This is an optimization exercise on Yosys and OpenROAD, whose aim is a short achievable clock period and few clock cycles, not a production implementation. The RTL was checked by simulation tests, not by an equivalence proof against the original design. No activity file was given, so power comes from the tool's default toggle rates.

## hart
module hart (
  input  logic                   i_clk,
  input  logic                   i_rst,
  output logic [32-1:0]       o_imem_raddr,
  input  logic [32-1:0]       i_imem_rdata,
  output logic [32-1:0]       o_dmem_addr,
  output logic                   o_dmem_ren,
  output logic                   o_dmem_wen,
  output logic [32-1:0]       o_dmem_wdata,
  input  logic [32-1:0]       i_dmem_rdata,
  output logic                   o_retire_valid,
  output logic [32-1:0]       o_retire_inst,
  output logic                   o_retire_halt,
  output logic [32-1:0]       o_retire_pc,
  output logic [32-1:0]       o_retire_next_pc,
  output logic [5-1:0] o_retire_rd_waddr,
  output logic [32-1:0]       o_retire_rd_wdata,
  output logic [32-1:0]       o_retire_dmem_addr,
  output logic                   o_retire_dmem_ren,
  output logic                   o_retire_dmem_wen,
  output logic [32-1:0]       o_retire_dmem_rdata,
  output logic [32-1:0]       o_retire_dmem_wdata
);
  localparam int NBTB  = 8;   
  localparam int TAG_W = 12;  
  logic [32-1:0]       pc;
  logic [32-1:0]       rf [1:(1 << 5) - 1];  
  logic                   ex_valid, ex_wr, ex_load, ex_store, ex_jal, ex_back, ex_is_sum;
  logic                   ex_fa_s, ex_fa_o, ex_fb_s, ex_fb_o, ex_fs, ex_bz_s;
  logic                   ex_ga_s, ex_ga_o, ex_gb_s, ex_gb_o;
  ...
Size: ~7700 cells after synthesis, roughly 2200 flip-flops, roughly 400 I/O pins, about 100000 µm² of cells after synthesis.
clock: 8.0 ns
lec_check: 0
abc_clock_period_in_ps: 3000
cap_margin: 20
core_margin: 2
core_utilization: 40
place_density: 0.6
setup_slack_margin: 5
slew_margin: 20
run.sh (not shown) runs the stock make flow with config.mk's settings and CLKGATE_MAP_FILE= SYNTH_SCRIPT=/design/flow/synth_recipe.tcl, a recipe that flattens the netlist after the stock synthesis.
The starting point went through all stages and came out clean.
Testbench counts at the start, summed over its fixed seeds: cycles 124,071.
Then changed:
--- a/flow/design.v
+++ b/flow/design.v
@@ -90,25 +90,25 @@
   logic                   ex_fa_s, ex_fa_o, ex_fb_s, ex_fb_o, ex_fs, ex_bz_s;
   logic                   ex_ga_s, ex_ga_o, ex_gb_s, ex_gb_o;
   logic                   ex_sel_sub, ex_sel_sll, ex_sel_slt, ex_sel_sltu;
   logic                   ex_sel_xor, ex_sel_sr, ex_sra, ex_sel_or, ex_sel_and;
   logic                   ex_c_eq, ex_c_ne, ex_c_lt, ex_c_ge, ex_c_ltu, ex_c_geu;
   logic                   ex_k_z, ex_k_nz, ex_k_n, ex_k_nn, ex_k_pos, ex_k_np, ex_k_1;
   logic [5-1:0] ex_rd;
   logic [32-1:0]       ex_pc, ex_inst, ex_opa, ex_opb, ex_sdata, ex_btgt, ex_jtgt, ex_pc4;
   logic                   mem_valid, mem_wr, mem_load, mem_store, mem_redir, mem_is_sum;
   logic                   mem_br, mem_jal, mem_back, mem_taken;
   logic [5-1:0] mem_rd;
   logic [32-1:0]       mem_pc, mem_inst, mem_sum, mem_oth, mem_sdata, mem_target, mem_pc4;
-  logic                   wb_valid, wb_halt, wb_ren, wb_wen;
+  logic                   wb_valid, wb_halt, wb_ren, wb_wen, wb_we;
   logic [5-1:0] wb_rd;
   logic [32-1:0]       wb_pc, wb_inst, wb_npc, wb_wdata, wb_addr, wb_rdata, wb_sdata;
   logic [32-1:0]       mem_res, mem_val;
   assign mem_res = mem_is_sum ? mem_sum : mem_oth;
   assign mem_val = mem_load ? i_dmem_rdata : mem_res;
   logic ex_live, ex_live_wr;
   assign ex_live    = ex_valid && !mem_redir;
   assign ex_live_wr = ex_wr && !mem_redir;
   logic [NBTB-1:0]  btb_v, btb_jal, btb_back;
   logic [TAG_W-1:0] btb_tag [0:NBTB-1];
   logic [32-1:0] btb_tgt [0:NBTB-1];
   logic [1:0]       btb_ctr [0:NBTB-1];
@@ -191,26 +191,26 @@
   assign blo = {1'b0, pc[12:0]} + {1'b0, imm_b[12:0]};
   assign jlo = {1'b0, pc[20:0]} + {1'b0, imm_j[20:0]};
   assign bhi = ({19{ imm_b[12] && !blo[13]}} & pcb_dec)
              | ({19{!imm_b[12] &&  blo[13]}} & pcb_inc)
              | ({19{imm_b[12] == blo[13]}}   & pc[31:13]);
   assign jhi = ({11{ imm_j[20] && !jlo[21]}} & pcj_dec)
              | ({11{!imm_j[20] &&  jlo[21]}} & pcj_inc)
              | ({11{imm_j[20] == jlo[21]}}   & pc[31:21]);
   assign btarget = {bhi, blo[12:0]};
   assign jtarget = {jhi, jlo[20:0]};
   assign rf1 = (rs1 == '0) ? '0 : rf[rs1];
   assign rf2 = (rs2 == '0) ? '0 : rf[rs2];
-  assign rs1_val = (mem_wr && mem_rd == rs1) ? mem_val : rf1;
-  assign rs2_val = (mem_wr && mem_rd == rs2) ? mem_val : rf2;
+  assign rs1_val = (mem_wr && mem_rd == rs1) ? mem_val : (wb_we && wb_rd == rs1) ? wb_wdata : rf1;
+  assign rs2_val = (mem_wr && mem_rd == rs2) ? mem_val : (wb_we && wb_rd == rs2) ? wb_wdata : rf2;
   always_comb begin
     if (is_auipc || is_jal) opa = pc;
     else if (is_lui)        opa = '0;
     else                    opa = rs1_val;
     if (is_op || is_branch)      opb = rs2_val;
     else if (is_jal)             opb = 32'(4);
     else if (is_lui || is_auipc) opb = imm_u;
     else if (is_store)           opb = imm_s;
     else                         opb = imm_i;
   end
   assign hit1 = ex_live_wr && ex_rd == rs1;
   assign hit2 = ex_live_wr && ex_rd == rs2;
@@ -379,27 +379,24 @@
     mem_sum    <= sum;
     mem_oth    <= oth;
     mem_sdata  <= s;
     mem_target <= ex_target;
     mem_pc4    <= ex_pc4;
     mem_taken  <= need_t;
     mem_back   <= ex_back;
   end
   assign o_dmem_addr  = mem_sum;
   assign o_dmem_ren   = mem_load;
   assign o_dmem_wen   = mem_store;
   assign o_dmem_wdata = mem_sdata;
-  always_ff @(posedge i_clk) begin
-    if (mem_wr) rf[mem_rd] <= mem_val;
-  end
   logic [NBTB-1:0]  u_hit;
   logic [1:0]       l_hit;
   always_comb begin
     for (int i = 0; i < NBTB; i++) u_hit[i] = btb_v[i] && btb_tag[i] == mem_pc[TAG_W+1:2];
     for (int i = 0; i < 2; i++)    l_hit[i] = lp_v[i] && lp_tag[i] == mem_pc[TAG_W+1:2];
   end
   always_ff @(posedge i_clk) begin
     if (i_rst) begin
       btb_v   <= '0;
       btb_ptr <= '0;
     end else if ((mem_br || mem_jal) && mem_taken && u_hit == '0) begin
       btb_v[btb_ptr]    <= 1'b1;
@@ -444,32 +441,37 @@
             end
           end
         end
       end
     end
   end
   always_ff @(posedge i_clk) begin
     if (i_rst) begin
       wb_valid <= 1'b0;
       wb_halt  <= 1'b0;
       wb_ren   <= 1'b0;
       wb_wen   <= 1'b0;
+      wb_we    <= 1'b0;
     end else begin
       wb_valid <= mem_valid;
       wb_halt  <= mem_valid && mem_inst == 32'h0010_0073;
       wb_ren   <= mem_load;
       wb_wen   <= mem_store;
+      wb_we    <= mem_wr;
     end
   end
   always_ff @(posedge i_clk) begin
+    if (wb_we) rf[wb_rd] <= wb_wdata;
+  end
+  always_ff @(posedge i_clk) begin
     wb_pc    <= mem_pc;
     wb_inst  <= mem_inst;
     wb_npc   <= mem_taken ? mem_target : mem_pc4;
     wb_rd    <= mem_wr ? mem_rd : '0;
     wb_wdata <= mem_val;
     wb_addr  <= mem_sum;
     wb_rdata <= i_dmem_rdata;
     wb_sdata <= mem_sdata;
   end
   assign o_retire_valid      = wb_valid;
   assign o_retire_inst       = wb_inst;
   assign o_retire_halt       = wb_halt;
After rerunning:
- The changed run finished with timing, DRC and antenna clean
- non-clock buffer count increases by 162
- cell count increases by 3.0%
- final area increases by 2.4%
- wire length increases by 6.6%
- count of clock-buffer cells in the layout increases by 20
- flip-flop and latch count increases by 1
- synthesized cell count increases by 2.8%
- worst setup slack gets worse by 180 ps
- worst hold slack hardly moves
- sequential share of layout area decreases by 0.90 points
- synthesized area increases by 1.4%
- sequential power decreases by about 8%
- clock power hardly moves
- via count increases by 6.1%
Testbench counts after the change, summed over its fixed seeds: cycles 124,071.

separate check: timing with driven ports:
The flow's constraints put no driver on any port. The routed layouts listed below were extracted and timed again, unchanged, in two steps. Step 1 assumes that a clkbuf_16 drives the clock port and a buf_2 every other input. Step 2, shift: input delay + t, output delay - t, t = (earliest + latest rising clock arrival at the registers) / 2. This alone moves slack from input paths to output paths. Three values: ideal, step 1, step 2; two values: the first two.
run | t (ns) | slack for setup (ns) | worst hold slack (ns) | slew at the worst register clock pin (ns)
the first run | 1.002 | 4.143 / 4.126 / 3.124 | 0.277 / 0.277 / 0.277 | 0.09 / 0.09
the second run | 1.014 | 3.958 / 3.923 / 2.910 | 0.276 / 0.276 / 0.276 | 0.08 / 0.08
After both steps setup and hold are still met in every run listed. The setup slack of the second run, which loses most, moves by -0.035 ns with the drivers and by -1.048 ns with both steps.
